This design comes from an exercise in tuning for small area, a short achievable clock period and few clock cycles per item on the open sky130 flow, not from production work. The RTL was checked by simulation tests, not by an equivalence proof against the original design. No activity file was given, so power comes from the tool's default toggle rates.

## try-garnet
Design axi_block_bridge, start of the top module:
module axi_block_bridge #(
  parameter int ADDR_WIDTH     = 64,
  parameter int AXI_DATA_WIDTH = 64,
  parameter int BLOCK_WIDTH    = 512
) (
  input  logic                        clk,
  input  logic                        arstn,
  input  logic                        i_start_read,
  input  logic                        i_start_write,
  input  logic [ADDR_WIDTH-1:0]       i_addr,
  input  logic [BLOCK_WIDTH-1:0]      i_data_block,
  output logic [BLOCK_WIDTH-1:0]      o_data_block,
  output logic                        o_read_last,
  output logic                        o_b_resp,
  output logic                        o_bus_error,
  output logic [ADDR_WIDTH-1:0]       m_araddr,
  output logic [7:0]                  m_arlen,
  output logic [2:0]                  m_arsize,
  output logic [1:0]                  m_arburst,
  output logic                        m_arvalid,
  input  logic                        m_arready,
  input  logic [AXI_DATA_WIDTH-1:0]   m_rdata,
  input  logic [1:0]                  m_rresp,
  input  logic                        m_rlast,
  input  logic                        m_rvalid,
  output logic                        m_rready,
  output logic [ADDR_WIDTH-1:0]       m_awaddr,
  output logic [7:0]                  m_awlen,
  output logic [2:0]                  m_awsize,
  output logic [1:0]                  m_awburst,
  output logic                        m_awvalid,
  input  logic                        m_awready,
  output logic [AXI_DATA_WIDTH-1:0]   m_wdata,
  output logic [AXI_DATA_WIDTH/8-1:0] m_wstrb,
  output logic                        m_wlast,
  output logic                        m_wvalid,
  ...
Size in the first run: roughly 2200 cells after synthesis, ~1100 flip-flops, ~1400 I/O pins.
==> flow/config.mk <==
export PLATFORM = sky130hd
export DESIGN_NAME = axi_block_bridge
export DESIGN_NICKNAME = axi_block_bridge
export VERILOG_FILES = /design/flow/design.v
export SDC_FILE = /design/flow/constraint.sdc
export NUM_CORES = 4
export LEC_CHECK = 0
export CAP_MARGIN = 20
export CORE_AREA = 3 3 307 307
export CTS_CLUSTER_DIAMETER = 70
export CTS_CLUSTER_SIZE = 25
export DIE_AREA = 0 0 310 310
export SETUP_SLACK_MARGIN = 2.55
export SLEW_MARGIN = 20
==> flow/constraint.sdc <==
create_clock -name core_clock -period 5.0 [get_ports {clk}]
set_input_delay 1.0000 -clock core_clock [delete_from_list [all_inputs] [get_ports {clk}]]
set_output_delay 1.0000 -clock core_clock [all_outputs]
set_load 0.01 [all_outputs]
standard.sh (not shown) runs the stock make flow with config.mk's settings and CLKGATE_MAP_FILE= SYNTH_SCRIPT=/design/flow/synth_recipe.tcl, a recipe that flattens the netlist after the stock synthesis.
==> flow/flow/run.sh <==
#!/bin/bash
# The standard ORFS layout, with plain buffers on the ports instead of the delay cells
# buffer_ports picks by default, and the top and bottom pins on met2 and met4, so the die
# can be small. Every ORFS step keeps its own log under orfs/logs/; make's output goes to
# make.log.
set -euo pipefail
bash standard.sh \
  BUFFER_PORTS_ARGS="-buffer_cell sky130_fd_sc_hd__buf_1" \
  IO_PLACER_V="met2 met4" \
  finish > make.log 2>&1
Testbench counts of try-garnet, summed over its fixed seeds: cycles 47,467, items 3,200.
What try-amber does differently from try-garnet at the input level:
- swapping 0 0 310 310 for 0 0 410 410 in DIE_AREA
- swapping 25 for 30 in CTS_CLUSTER_SIZE
- swapping 2.55 for 2.7 in SETUP_SLACK_MARGIN
- swapping 70 for 80 in CTS_CLUSTER_DIAMETER
- swapping 3 3 307 307 for 3 3 407 407 in CORE_AREA
==> flow/flow/run.sh <==
#!/bin/bash
# The standard ORFS layout, with plain buffers on the ports instead of the delay cells
# buffer_ports picks by default. Every ORFS step keeps its own log under orfs/logs/;
# make's output goes to make.log.
set -euo pipefail
bash standard.sh \
  BUFFER_PORTS_ARGS="-buffer_cell sky130_fd_sc_hd__buf_1" \
  finish > make.log 2>&1
[summary]
- Fraction of area in multi-input gates: higher on try-garnet
- Measured against try-garnet, the power of try-amber comes out at 1.10 times the reference value.
- The first-pass GRT wire length was comparable across try-garnet and try-amber.
Edits applied to the flow inputs when going from try-amber to try-harbor:
- CORE_AREA now 3 3 337 227, was 3 3 407 407
- DIE_AREA now 0 0 340 230, was 0 0 410 410
==> flow/flow/run.sh <==
#!/bin/bash
# The standard ORFS layout, with plain buffers on the ports (instead of the delay cells
# buffer_ports picks by default) and the pins on the top and bottom edges only, one met2
# track apart, so the die can be small. Every ORFS step keeps its own log under orfs/logs/;
# make's output goes to make.log.
set -euo pipefail
bash standard.sh \
  BUFFER_PORTS_ARGS="-buffer_cell sky130_fd_sc_hd__buf_1" \
  PLACE_PINS_ARGS="-min_distance 1 -min_distance_in_tracks -exclude left:* -exclude right:*" \
  finish > make.log 2>&1
### Flow results
As far as multiplexer share of the synthesized area goes, try-amber and try-harbor are indistinguishable; the numbers are identical.
No final results exist for try-harbor, since it was stopped by error GRT-0116 during 5_1_grt.
Compared with try-amber, try-harbor shows a lower number of core rows.
NOTE die boundary width try-amber->try-harbor decreased by more than 10%
Vertical die dimension of try-harbor falls short of that of try-amber by more than a quarter.
The post-synthesis async set-or-reset flop share was comparable across try-amber and try-harbor.
Delta (try-harbor minus try-amber): netlist area before placement held; placer congestion estimate rose 0.13.
[try-harbor vs try-amber] instance area after placement: lower in try-harbor
Delta(TritonCTS buffer count, try-harbor - try-amber) < 0


axi_block_bridge again, from the RTL that the note above started with.
clock: 5.0 ns
lec_check: 0
cap_margin: 20
core_area: 3 3 337 227
cts_cluster_diameter: 80
cts_cluster_size: 30
die_area: 0 0 340 230
setup_slack_margin: 3.0
slew_margin: 20
==> flow/flow/run.sh <==
#!/bin/bash
# The standard ORFS layout, with plain buffers on the ports (instead of the delay cells
# buffer_ports picks by default) and the pins on the top and bottom edges only, one met2
# track apart, so the die can be small. Every ORFS step keeps its own log under orfs/logs/;
# make's output goes to make.log.
set -euo pipefail
bash standard.sh \
  BUFFER_PORTS_ARGS="-buffer_cell sky130_fd_sc_hd__buf_1" \
  PLACE_PINS_ARGS="-min_distance 1 -min_distance_in_tracks -exclude left:* -exclude right:*" \
  finish > make.log 2>&1
The first run aborted during 5_1_grt.
Testbench counts at the start, summed over its fixed seeds: cycles 47,467, items 3,200.
==> next run, changes <==
==> flow/flow/run.sh (replaced) <==
#!/bin/bash
# The standard ORFS layout, with plain buffers on the ports instead of the delay cells
# buffer_ports picks by default, and the top and bottom pins on met2 and met4, so the die
# can be small. Every ORFS step keeps its own log under orfs/logs/; make's output goes to
# make.log.
set -euo pipefail
bash standard.sh \
  BUFFER_PORTS_ARGS="-buffer_cell sky130_fd_sc_hd__buf_1" \
  IO_PLACER_V="met2 met4" \
  finish > make.log 2>&1
CORE_AREA = 3 3 307 307   (was 3 3 337 227)
DIE_AREA = 0 0 310 310   (was 0 0 340 230)
SETUP_SLACK_MARGIN = 2.7   (was 3.0)
This time the run ran to the end with no violations.
Synthesized area does not change.
Synthesized cell count is unchanged.
==> next run, changes <==
SETUP_SLACK_MARGIN = 2.85   (was 2.7)
What happened: The new run ran to the end with no violations; via count climbs by 2.7%; count of clock-buffer cells in the layout stays the same; hold slack gains 4.8 ps; design area climbs by 9.2%; clock power barely changes; global-route usage climbs by 0.45 points.
==> next run, changes <==
SETUP_SLACK_MARGIN = 3.0   (was 2.85)
=>
- non-clock buffer count increases by 22
- synthesized area is unchanged
- first-iteration DRC count stays flat
- clock power stays flat
- design area increases by about 0.8%
- critical path depth does not change
- die area does not change


The RTL this note starts from:
==> flow/design.v <==
module axi_block_bridge #(
  parameter int ADDR_WIDTH     = 64,
  parameter int AXI_DATA_WIDTH = 64,
  parameter int BLOCK_WIDTH    = 512
) (
  input  logic                        clk,
  input  logic                        arstn,
  input  logic                        i_start_read,
  input  logic                        i_start_write,
  input  logic [ADDR_WIDTH-1:0]       i_addr,
  input  logic [BLOCK_WIDTH-1:0]      i_data_block,
  output logic [BLOCK_WIDTH-1:0]      o_data_block,
  output logic                        o_read_last,
  output logic                        o_b_resp,
  output logic                        o_bus_error,
  output logic [ADDR_WIDTH-1:0]       m_araddr,
  output logic [7:0]                  m_arlen,
  output logic [2:0]                  m_arsize,
  output logic [1:0]                  m_arburst,
  output logic                        m_arvalid,
  input  logic                        m_arready,
  input  logic [AXI_DATA_WIDTH-1:0]   m_rdata,
  input  logic [1:0]                  m_rresp,
  input  logic                        m_rlast,
  input  logic                        m_rvalid,
  output logic                        m_rready,
  output logic [ADDR_WIDTH-1:0]       m_awaddr,
  output logic [7:0]                  m_awlen,
  output logic [2:0]                  m_awsize,
  output logic [1:0]                  m_awburst,
  output logic                        m_awvalid,
  input  logic                        m_awready,
  output logic [AXI_DATA_WIDTH-1:0]   m_wdata,
  output logic [AXI_DATA_WIDTH/8-1:0] m_wstrb,
  output logic                        m_wlast,
  output logic                        m_wvalid,
  input  logic                        m_wready,
  input  logic [1:0]                  m_bresp,
  input  logic                        m_bvalid,
  output logic                        m_bready
);
  localparam int BEATS = BLOCK_WIDTH / AXI_DATA_WIDTH;
  localparam int OFF_W = $clog2(BLOCK_WIDTH / 8);
  localparam logic [7:0] AX_LEN  = 8'(BEATS - 1);
  localparam logic [2:0] AX_SIZE = 3'($clog2(AXI_DATA_WIDTH / 8));
  logic                                 busy_q, wbusy_q, apend_q;
  logic                                 arvalid_q, rready_q, rdone_q;
  logic                                 awvalid_q, wvalid_q, bready_q;
  logic [BEATS-1:0]                     rptr_q, wptr_q;
  logic [ADDR_WIDTH-1:OFF_W]            addr_q;
  logic [AXI_DATA_WIDTH-1:0]            wcur_q, wnext;
  logic [BEATS-1:1][AXI_DATA_WIDTH-1:0] wbuf_q;
  logic [BEATS-1:0][AXI_DATA_WIDTH-1:0] rblk_q;
  logic                                 acc_w, acc_r, r_hs, b_hs, r_end, w_end;
  logic                                 arvalid_d, awvalid_d, wvalid_d;
  assign acc_w = !busy_q && i_start_write;
  assign acc_r = !busy_q && !i_start_write && i_start_read;
  assign r_hs  = m_rvalid && rready_q;
  assign b_hs  = m_bvalid && bready_q;
  assign r_end = m_rvalid && rptr_q[BEATS-1];
  assign w_end = m_wready && wptr_q[BEATS-1];
  assign arvalid_d = acc_r || (arvalid_q && !m_arready);
  assign awvalid_d = acc_w || (awvalid_q && !m_awready);
  assign wvalid_d  = acc_w || (wvalid_q && !w_end);
  always_ff @(posedge clk or negedge arstn) begin
    if (!arstn) begin
      busy_q    <= 1'b0;
      wbusy_q   <= 1'b0;
      apend_q   <= 1'b0;
      arvalid_q <= 1'b0;
      rready_q  <= 1'b0;
      rdone_q   <= 1'b0;
      awvalid_q <= 1'b0;
      wvalid_q  <= 1'b0;
      bready_q  <= 1'b0;
      rptr_q    <= '0;
      wptr_q    <= '0;
    end else begin
      busy_q    <= busy_q ? !(rdone_q || b_hs) : (i_start_write || i_start_read);
      wbusy_q   <= acc_w || (wbusy_q && !b_hs);
      apend_q   <= arvalid_d || awvalid_d;
      arvalid_q <= arvalid_d;
      rready_q  <= (arvalid_q && m_arready) || (rready_q && !r_end);
      rdone_q   <= r_end;
      awvalid_q <= awvalid_d;
      wvalid_q  <= wvalid_d;
      bready_q  <= (bready_q && !m_bvalid) ||
                   (!awvalid_d && !wvalid_d && (awvalid_q || wvalid_q));
      if (acc_r)     rptr_q <= BEATS'(1);
      else if (r_hs) rptr_q <= rptr_q << 1;
      if (acc_w)         wptr_q <= BEATS'(1);
      else if (m_wready) wptr_q <= wptr_q << 1;
    end
  end
  always_comb begin
    wnext = '0;
    for (int k = 1; k < BEATS; k++)
      wnext = wnext | ({AXI_DATA_WIDTH{wptr_q[k-1]}} & wbuf_q[k]);
  end
  always_ff @(posedge clk) begin
    if (!wbusy_q) wbuf_q <= i_data_block[BLOCK_WIDTH-1:AXI_DATA_WIDTH];
  end
  always_ff @(posedge clk or negedge arstn) begin
    if (!arstn) begin
      addr_q <= '0;
      wcur_q <= '0;
    end else begin
      if (!apend_q)      addr_q <= i_addr[ADDR_WIDTH-1:OFF_W];
      if (!wbusy_q)      wcur_q <= i_data_block[AXI_DATA_WIDTH-1:0];
      else if (m_wready) wcur_q <= wnext;
    end
  end
  always_ff @(posedge clk or negedge arstn) begin
    if (!arstn) rblk_q <= '0;
    else begin
      for (int k = 0; k < BEATS; k++)
        if (rptr_q[k]) rblk_q[k] <= m_rdata;
    end
  end
  assign o_data_block = rblk_q;
  assign o_read_last  = rdone_q;
  assign o_b_resp     = b_hs;
  assign m_arvalid = arvalid_q;
  assign m_rready  = rready_q;
  assign m_awvalid = awvalid_q;
  assign m_wvalid  = wvalid_q;
  assign m_bready  = bready_q;
  assign m_wdata   = wcur_q;
  assign m_wlast   = wptr_q[BEATS-1];
  assign m_wstrb   = '1;
  assign m_araddr  = {addr_q, {OFF_W{1'b0}}};
  assign m_arlen   = AX_LEN;
  assign m_arsize  = AX_SIZE;
  assign m_arburst = 2'b01;
  assign m_awaddr  = {addr_q, {OFF_W{1'b0}}};
  assign m_awlen   = AX_LEN;
  assign m_awsize  = AX_SIZE;
  assign m_awburst = 2'b01;
  logic err_q;
  always_ff @(posedge clk or negedge arstn) begin
    if (!arstn) err_q <= 1'b0;
    else if ((r_hs && m_rresp != 2'b00) || (b_hs && m_bresp != 2'b00)) err_q <= 1'b1;
  end
  assign o_bus_error = err_q;
  logic unused_in;
  assign unused_in = &{1'b0, m_rlast, i_addr[OFF_W-1:0]};
endmodule
Settings: LEC_CHECK=0, CAP_MARGIN=20, CORE_AREA=3 3 307 307, CTS_CLUSTER_DIAMETER=70, CTS_CLUSTER_SIZE=25, DIE_AREA=0 0 310 310, SETUP_SLACK_MARGIN=2.7, SLEW_MARGIN=20; clock period 5.0 ns.
==> flow/flow/run.sh <==
#!/bin/bash
# The standard ORFS layout, with plain buffers on the ports instead of the delay cells
# buffer_ports picks by default, the top and bottom pins on met2 and met4, so the die can
# be small, and the clock pin at the middle of the left edge. Every ORFS step keeps its own
# log under orfs/logs/; make's output goes to make.log.
set -euo pipefail
bash standard.sh \
  BUFFER_PORTS_ARGS="-buffer_cell sky130_fd_sc_hd__buf_1" \
  IO_PLACER_V="met2 met4" \
  PRE_IO_PLACEMENT_TCL="$PWD/flow/io.tcl" \
  finish > make.log 2>&1
==> flow/flow/io.tcl <==
# Put the clock pin at the middle of the left edge, next to where the clock tree starts.
set_io_pin_constraint -pin_names {clk} -region left:150-160
The baseline produced a clean layout.
Testbench counts at the start, summed over its fixed seeds: cycles 45,951, items 3,200.
==> next run, changes <==
==> flow/flow/run.sh (replaced) <==
#!/bin/bash
# The standard ORFS layout, with plain buffers on the ports instead of the delay cells
# buffer_ports picks by default, and the top and bottom pins on met2 and met4, so the die
# can be small. Every ORFS step keeps its own log under orfs/logs/; make's output goes to
# make.log.
set -euo pipefail
bash standard.sh \
  BUFFER_PORTS_ARGS="-buffer_cell sky130_fd_sc_hd__buf_1" \
  IO_PLACER_V="met2 met4" \
  finish > make.log 2>&1
removed: flow/flow/io.tcl
After rerunning: Wire length stays flat. Cell area shrinks by 1.2%. Core utilization drops by 0.67 points. Clock skew grows by 0.0094 ns. Global-route usage hardly moves. Worst setup slack got worse by 0.013 ns. Via count stays flat.
==> next run, changes <==
Settings changed: SETUP_SLACK_MARGIN 2.7 to 2.6.
What happened: Final area goes down by about 0.9%. Count of clock-buffer cells in the layout does not change. Core utilization goes down by 0.50 points. Flip-flop and latch count stays the same. Maximum frequency goes down by 0.40%. Non-clock buffer count goes down by 6. Die area stays the same. Critical path depth is unchanged. Via count barely changes. Wire length stays flat. Cell count is about the same.

## static timing again, ports no longer ideal
The flow's constraints put no driver on any port. The routed layouts listed below were extracted and timed again, unchanged, in two steps.
Step 1: set_driving_cell puts a clkbuf_16 on clk and a buf_2 on each other input, an assumption about the parent block.
Step 2 adds t to the input delays and takes it off the output delays; t is the mean of the earliest and latest rising clock arrival at the registers after step 1. Input paths then give back, and output paths get back, about the clock's delay inside the block.
Three values: no drivers, after step 1, after step 2; two values: the first two.
run | t (ns) | setup slack, ns | worst hold slack (ns) | worst setup path at the end | latest minus earliest clock arrival (ns)
try-garnet | 0.720 | 2.393 / 2.393 / 2.011 | 0.439 / 0.403 / 0.486 | input to register | 0.034 / 0.034
try-amber | 0.767 | 2.551 / 2.469 / 2.006 | 0.412 / 0.357 / 0.513 | input to register | 0.066 / 0.066
the second run of note 2 | 0.703 | 2.663 / 2.595 / 1.965 | 0.449 / 0.410 / 0.485 | input to register | 0.042 / 0.043
the third run of note 2 | 0.706 | 2.666 / 2.599 / 2.130 | 0.453 / 0.416 / 0.519 | input to register | 0.045 / 0.045
the fourth run of note 2 | 0.701 | 2.665 / 2.599 / 2.499 | 0.456 / 0.419 / 0.519 | input to register | 0.041 / 0.042
the first run of note 3 | 0.716 | 2.618 / 2.479 / 2.469 | 0.467 / 0.449 / 0.480 | input to register | 0.045 / 0.045
the second run of note 3 | 0.720 | 2.605 / 2.475 / 2.310 | 0.400 / 0.354 / 0.478 | input to register | 0.056 / 0.057
the third run of note 3 | 0.722 | 2.595 / 2.464 / 2.326 | 0.401 / 0.356 / 0.484 | input to register | 0.059 / 0.059
After both steps every run listed still meets setup and hold. The setup slack of the second run of note 2, which loses most, moves by -0.068 ns with the drivers and by -0.698 ns with both steps.
